Context: an optimization exercise on an open-source flow, tuned for small area. The choices shown serve that exercise and are no tape-out recipe.
At most, simulation tests tie the RTL to the original design; equivalence was not proved.
Power and IR drop assume default switching activity.

== north ==
// vid_top
module vid_top (
    input  logic                   clk,
    input  logic                   reset,
    input  logic                   reg_wr,
    input  logic [8-1:0] reg_addr,
    input  logic [32-1:0] reg_data,
    input  logic                   pix_wr,
    input  logic [32-1:0] pix_data,
    output logic                   pix_full,
    output logic                   hsync,
    output logic                   vsync,
    output logic                   blank,
    output logic [7:0]             r,
    output logic [7:0]             g,
    output logic [7:0]             b,
    output logic                   underrun
);
For scale: ~1,800 cells after synthesis, roughly 950 flip-flops, ~110 I/O pins, about 35,000 um2 of cells after synthesis.
clock: 5.0 ns
lec_check: 0
cap_margin: 20
core_margin: 2
core_utilization: 60
cts_cluster_diameter: 70
cts_cluster_size: 34
slew_margin: 20
synth_hierarchical: 1
standard.sh (not shown) runs the stock make flow with config.mk's settings and CLKGATE_MAP_FILE= SYNTH_SCRIPT=/design/flow/synth_recipe.tcl, a recipe that flattens the netlist after the stock synthesis.
==> flow/flow/run.sh <==
#!/bin/bash
# The standard layout (the standard.sh, unchanged synthesis, floorplan,
# power grid and routing) with two changes to how cells are added:
# - the port buffers are the platform's smallest buffer (buf_1) instead of
#   the resizer's default choice;
# - clock tree synthesis adds no dummy loads to balance the leaf nets;
# - after global routing, gates off the critical paths are downsized
#   (repair_timing -recover_power).
# Each tool's full output is in the ORFS logs under orfs/logs; make's own
# output is in standard_flow.log.
set -euo pipefail
export BUFFER_PORTS_ARGS="-buffer_cell sky130_fd_sc_hd__buf_1"
export RECOVER_POWER=100
export CTS_ARGS="-sink_clustering_enable -repair_clock_nets -dont_use_dummy_load -sink_clustering_size 34 -sink_clustering_max_diameter 70"
bash standard.sh finish > standard_flow.log 2>&1
Every stage of north finished as expected; the final checks, on the other hand, flagged max-capacitance violations, max-slew violations, which means the layout fails.
Changes in south relative to north:
# north
export LEC_CHECK = 0
export CAP_MARGIN = 20
export CORE_MARGIN = 2
export CORE_UTILIZATION = 60
export CTS_CLUSTER_DIAMETER = 70
export CTS_CLUSTER_SIZE = 34
export SLEW_MARGIN = 20
export SYNTH_HIERARCHICAL = 1
create_clock -name core_clock -period 5.0 [get_ports {clk}]
# south
export LEC_CHECK = 0
export CAP_MARGIN = 10
export CORE_MARGIN = 2
export CORE_UTILIZATION = 60
export CTS_CLUSTER_DIAMETER = 70
export CTS_CLUSTER_SIZE = 36
export SLEW_MARGIN = 10
export SYNTH_HIERARCHICAL = 1
create_clock -name core_clock -period 5.0 [get_ports {clk}]
==> flow/flow/run.sh <==
#!/bin/bash
# The standard layout (the standard.sh, unchanged synthesis, floorplan,
# power grid and routing) with two changes to how cells are added:
# - the port buffers are the platform's smallest buffer (buf_1) instead of
#   the resizer's default choice;
# - clock tree synthesis adds no dummy loads to balance the leaf nets.
# Each tool's full output is in the ORFS logs under orfs/logs; make's own
# output is in standard_flow.log.
set -euo pipefail
export BUFFER_PORTS_ARGS="-buffer_cell sky130_fd_sc_hd__buf_1"
export CTS_ARGS="-sink_clustering_enable -repair_clock_nets -dont_use_dummy_load -sink_clustering_size 36 -sink_clustering_max_diameter 70"
bash standard.sh finish > standard_flow.log 2>&1
[summary]
Compared to north, south has post-route clock period utilization 0.62 points lower. Lower worst-path maximum fanout was reported by north, not south. Going from north to south, final hold slack grows by 9.9 ps. south ended with every stage complete and zero timing, DRC or antenna violations. Compared with north, final area in south increased slightly. Delta (south minus north): endpoint arrival time on the critical path decreased 50 ps; met1 demand-to-capacity share in global routing essentially unchanged.


== run A ==
vid_top, a different RTL version from the one above (not shown whole).
Size in the first run: roughly 1900 cells after synthesis, roughly 950 flip-flops, ~110 I/O pins, ~35000 um2 of cells after synthesis.
Settings: LEC_CHECK=0, CAP_MARGIN=20, CORE_MARGIN=2, CORE_UTILIZATION=70, CTS_CLUSTER_DIAMETER=50, CTS_CLUSTER_SIZE=25, SLEW_MARGIN=20, SYNTH_HIERARCHICAL=1; clock period 5.0 ns.
run.sh (not shown) runs the stock make flow with config.mk's settings and CLKGATE_MAP_FILE= SYNTH_SCRIPT=/design/flow/synth_recipe.tcl, a recipe that flattens the netlist after the stock synthesis.
Stock flow here: none of the scripts above is used.
Run A closes out successfully: all stages finished, all timing, DRC and antenna checks passed.
What run B does differently from run A at the input level:
Settings: a change of CTS_CLUSTER_DIAMETER from 50 to 60; a change of CORE_UTILIZATION from 70 to 60; a change of CTS_CLUSTER_SIZE from 25 to 30.
Results
In the route summary, run B ends up with a via count below that of run A.
Run B vs run A, global-route layer with the greatest usage: met1 vs met2
From run A to run B the numbers moved as follows: count of TritonRoute iterations in the first routing pass lower; area of the multi-input gates saw an increase.
Looking at instance area after placement, run B sits above run A.
Run B vs. run A: die area up 16%, relative contribution of combinational cells to total power grew by 0.9 points.
In run B relative to run A, global-route wire length before repair had gone down by a few percent.
[diff] detailed placer's ending HPWL, run B relative to run A: regression
#### Input delta (run C over run B)
==> flow/flow/run.sh (new file) <==
#!/bin/bash
# The standard layout (the standard.sh, unchanged synthesis, floorplan,
# power grid and routing) with two changes to how cells are added:
# - the port buffers are the platform's smallest buffer (buf_1) instead of
#   the resizer's default choice;
# - clock tree synthesis adds no dummy loads to balance the leaf nets.
# Each tool's full output is in the ORFS logs under orfs/logs; make's own
# output is in standard_flow.log.
set -euo pipefail
export BUFFER_PORTS_ARGS="-buffer_cell sky130_fd_sc_hd__buf_1"
export CTS_ARGS="-sink_clustering_enable -repair_clock_nets -dont_use_dummy_load -sink_clustering_size 30 -sink_clustering_max_diameter 60"
bash standard.sh finish > standard_flow.log 2>&1
==> flow/standard.sh (new file) <==
#!/bin/bash
# synth_recipe.tcl (not shown) runs the flow's synth.tcl, then flattens the netlist and writes it again
# the make line also repeats each setting of config.mk as NAME=value (left out here)
make -C /OpenROAD-flow-scripts/flow DESIGN_CONFIG=/design/flow/config.mk WORK_HOME=/design/flow/orfs CLKGATE_MAP_FILE= SYNTH_SCRIPT=/design/flow/synth_recipe.tcl "${@:-finish}"
removed: flow/run.sh
Results
No stage failed in run B, and the final checks on the layout all came back clean. Run C | status: complete | timing, DRC, antenna: pass. Compared with run B, run C degrades worst hold slack. Re fraction of area in multi-input gates: run B was lower than run C. In the reports for run B and run C, the larger final setup slack of the worst path belongs to run B. Run C -> run B: mean instance size in the synthesized netlist delta 0, exact match. Required time of the worst setup path: run C vs run B down 0.02 ns. Run C gives less power density over the cells than run B did. Count of clock-buffer cells in the layout was higher in run B than in run C. The lower detailed-routing iteration count for the pre-antenna-repair pass came out of run B. met1 usage sits lower in run C than in run B.


Another version of the RTL of vid_top (not shown whole).
Size in the first run: roughly 2100 cells after synthesis, roughly 950 flip-flops, roughly 110 I/O pins, roughly 36000 sq um of cells after synthesis.
export LEC_CHECK = 0
export CAP_MARGIN = 20
export CORE_MARGIN = 2
export CORE_UTILIZATION = 60
export CTS_BUF_LIST = sky130_fd_sc_hd__clkbuf_8
export SLEW_MARGIN = 20
create_clock -name core_clock -period 5.0 [get_ports {clk}]
Stock flow here: none of the scripts above is used.
Next try:
- CORE_UTILIZATION: 60 -> 40
- CTS_BUF_LIST: sky130_fd_sc_hd__clkbuf_8 -> sky130_fd_sc_hd__clkbuf_4
After rerunning:
- final cell count grows by about a fifth
- global-route usage shrinks by 9.6 points
- clock skew grows by 0.10 ns
- first-iteration DRC count shrinks by a little under a tenth
- core utilization shrinks by 22 points
- setup slack got worse by 0.24 ns
- wire length grows by a few percent
Next try:
- CTS_BUF_LIST: sky130_fd_sc_hd__clkbuf_4 -> default
=> The changed run finished clean; final area came out higher by 0.51%; clock power came out higher by 13%; non-clock buffer count does not change.
Function was not checked in any run of this note: the RTL went through the layout flow alone.


Setup of exp/harbor:
RTL: one of the versions met above, not the one the previous note started from.
Size in the first run: ~950 flip-flops, roughly 35000 um2 of cells after synthesis.
Settings: LEC_CHECK=0, CAP_MARGIN=20, CORE_MARGIN=2, CORE_UTILIZATION=60, CTS_CLUSTER_DIAMETER=50, CTS_CLUSTER_SIZE=35, SLEW_MARGIN=20, SYNTH_HIERARCHICAL=1; clock period 5.0 ns.
standard.sh (not shown) runs the stock make flow with config.mk's settings and CLKGATE_MAP_FILE= SYNTH_SCRIPT=/design/flow/synth_recipe.tcl, a recipe that flattens the netlist after the stock synthesis.
==> flow/flow/run.sh <==
#!/bin/bash
# The standard layout (the standard.sh, unchanged synthesis, floorplan,
# power grid and routing) with two changes to how cells are added:
# - the port buffers are the platform's smallest buffer (buf_1) instead of
#   the resizer's default choice;
# - clock tree synthesis adds no dummy loads to balance the leaf nets.
# Each tool's full output is in the ORFS logs under orfs/logs; make's own
# output is in standard_flow.log.
set -euo pipefail
export BUFFER_PORTS_ARGS="-buffer_cell sky130_fd_sc_hd__buf_1"
export CTS_ARGS="-sink_clustering_enable -repair_clock_nets -dont_use_dummy_load -sink_clustering_size 35 -sink_clustering_max_diameter 50"
bash standard.sh finish > standard_flow.log 2>&1
Modified inputs, exp/umber compared to exp/harbor
Settings: a change of CTS_CLUSTER_DIAMETER from 50 to 70; an added GPL_TIMING_DRIVEN of 0; a change of CTS_CLUSTER_SIZE from 35 to 34.
--- a/flow/flow/run.sh
+++ b/flow/flow/run.sh
@@ -11 +11 @@
-export CTS_ARGS="-sink_clustering_enable -repair_clock_nets -dont_use_dummy_load -sink_clustering_size 35 -sink_clustering_max_diameter 50"
+export CTS_ARGS="-sink_clustering_enable -repair_clock_nets -dont_use_dummy_load -sink_clustering_size 34 -sink_clustering_max_diameter 70"
==> comparison <==
- The uppermost metal layer occupied by signal nets comes out met4 in one run and met5 in the other, namely in exp/harbor and exp/umber respectively.
- Of exp/harbor and exp/umber, exp/harbor shows the higher power, with exp/umber below it.
- Changes observed in exp/umber relative to exp/harbor: power share of the combinational group moved up; cell area moved down; proportion of total power due to net switching moved up; non-clock buffer count moved up.
Inputs modified between exp/umber and exp/quartz:
Settings: changing SLEW_MARGIN from 20 to 5; changing CAP_MARGIN from 20 to 5; removing GPL_TIMING_DRIVEN (formerly 0).
## What came out
exp/quartz ends up with a via count of the first global-routing pass that is 0.84% lower than in exp/umber. exp/quartz — final non-filler cell area 1.8% lower, exp/umber as reference. Comparing exp/umber and exp/quartz, non-clock buffer count is higher on exp/umber. The area growth from synthesis to layout number comes out higher for exp/umber vs exp/quartz. exp/quartz: power of the sequential group about 0.7% above exp/umber. exp/umber has higher post-route worst hold slack than exp/quartz.
The inputs of exp/yarrow differ from those of exp/quartz as listed below.
Settings: SLEW_MARGIN: 5 -> 10; CAP_MARGIN: 5 -> 10; CORE_UTILIZATION: 60 -> 55.
Notes after the runs:
exp/yarrow against exp/quartz; number of violations reported at the end of detailed-routing iteration 0 is down slightly. Taking exp/quartz as the reference, in exp/yarrow global-route wire length before repair closely matched the old numbers, post-layout worst setup margin neither gained nor lost much, worst-case register-to-register setup slack has remained practically unchanged, antenna diode instance count held. Against exp/quartz, exp/yarrow reports a placement row count that is higher. exp/yarrow vs exp/quartz — power rose about 0.75%. [compare] base=exp/quartz new=exp/yarrow: final weighted congestion in routability-driven placement went up by 0.37%, total detailed-routing wirelength went up by 0.74%.
What exp/ember does differently from exp/yarrow at the input level:
Settings: changing CORE_UTILIZATION from 55 to 60.
exp/ember | status: complete | timing, DRC, antenna: pass. Largest incremental delay on the critical path: exp/yarrow vs exp/ember, no meaningful difference. Against exp/yarrow, exp/ember comes in 2.3 points higher on global-route usage. Fraction of layout instances using a drive strength above 1: higher on exp/yarrow. The clock-cell share of area of exp/ember and that of exp/yarrow are within noise of each other. The fraction of standard cell area that is sequential in exp/ember was higher than what exp/yarrow gave. Sort exp/yarrow and exp/ember by non-clock buffer count, ascending, and exp/ember comes first. Summary of exp/ember over exp/yarrow: global routing usage on met1 climbed 3.8 points; final-stage net count lower.
diff inputs: exp/ember => exp/willow
Settings: changing CAP_MARGIN from 10 to 20; changing SLEW_MARGIN from 10 to 20.
[summary]
- exp/ember and exp/willow ended up with nearly the same overall routed net length.
- exp/ember -> exp/willow: share of final layout cell area taken by clock buffers and inverters flat
- Going from exp/ember to exp/willow, placed instance area shows no meaningful change, count of buffering cells on the critical path with inverters included about even, peak ir drop on the vdd network up about 9%, flip-flop and latch count after synthesis saw little to no change.

==> afterwards: timing with drivers on the ports <==
How much do the figures lean on ideal ports? The routed layouts below were timed once more, with nothing changed but the port constraints.
Step 1 assumes that a clkbuf_16 drives the clock port and a buf_2 every other input.
Step 2 moves the port delays by t, midway between the first and last clock arrival at a register: inputs arrive t later, outputs are due t later. That takes back most of the time a late clock gives input paths.
Three values: ideal ports, drivers, drivers and shift; two values: the first two.
run	t (ns)	setup WS [ns]	worst slew at a driven data input, ns	cell pins on the clock port's net
north	0.654	0.251 / 0.251 / 0.251	0.05	1
south	0.653	0.282 / 0.282 / 0.282	0.05	1
run A	0.666	0.560 / 0.560 / 0.560	0.05	1
run B	0.694	0.552 / 0.552 / 0.552	0.05	1
run C	0.676	0.477 / 0.477 / 0.477	0.05	1
the first run of note 3	0.853	0.969 / 0.906 / 1.001	0.05	1
the second run of note 3	1.157	0.725 / 0.661 / 0.995	0.05	1
the third run of note 3	0.722	0.956 / 0.956 / 0.956	0.05	1
exp/harbor	0.664	0.283 / 0.283 / 0.283	0.04	1
exp/umber	0.657	0.240 / 0.240 / 0.240	0.05	1
exp/quartz	0.662	0.295 / 0.295 / 0.295	0.05	1
exp/yarrow	0.660	0.293 / 0.293 / 0.293	0.04	1
exp/ember	0.662	0.296 / 0.296 / 0.296	0.05	1
exp/willow	0.654	0.251 / 0.251 / 0.251	0.05	1
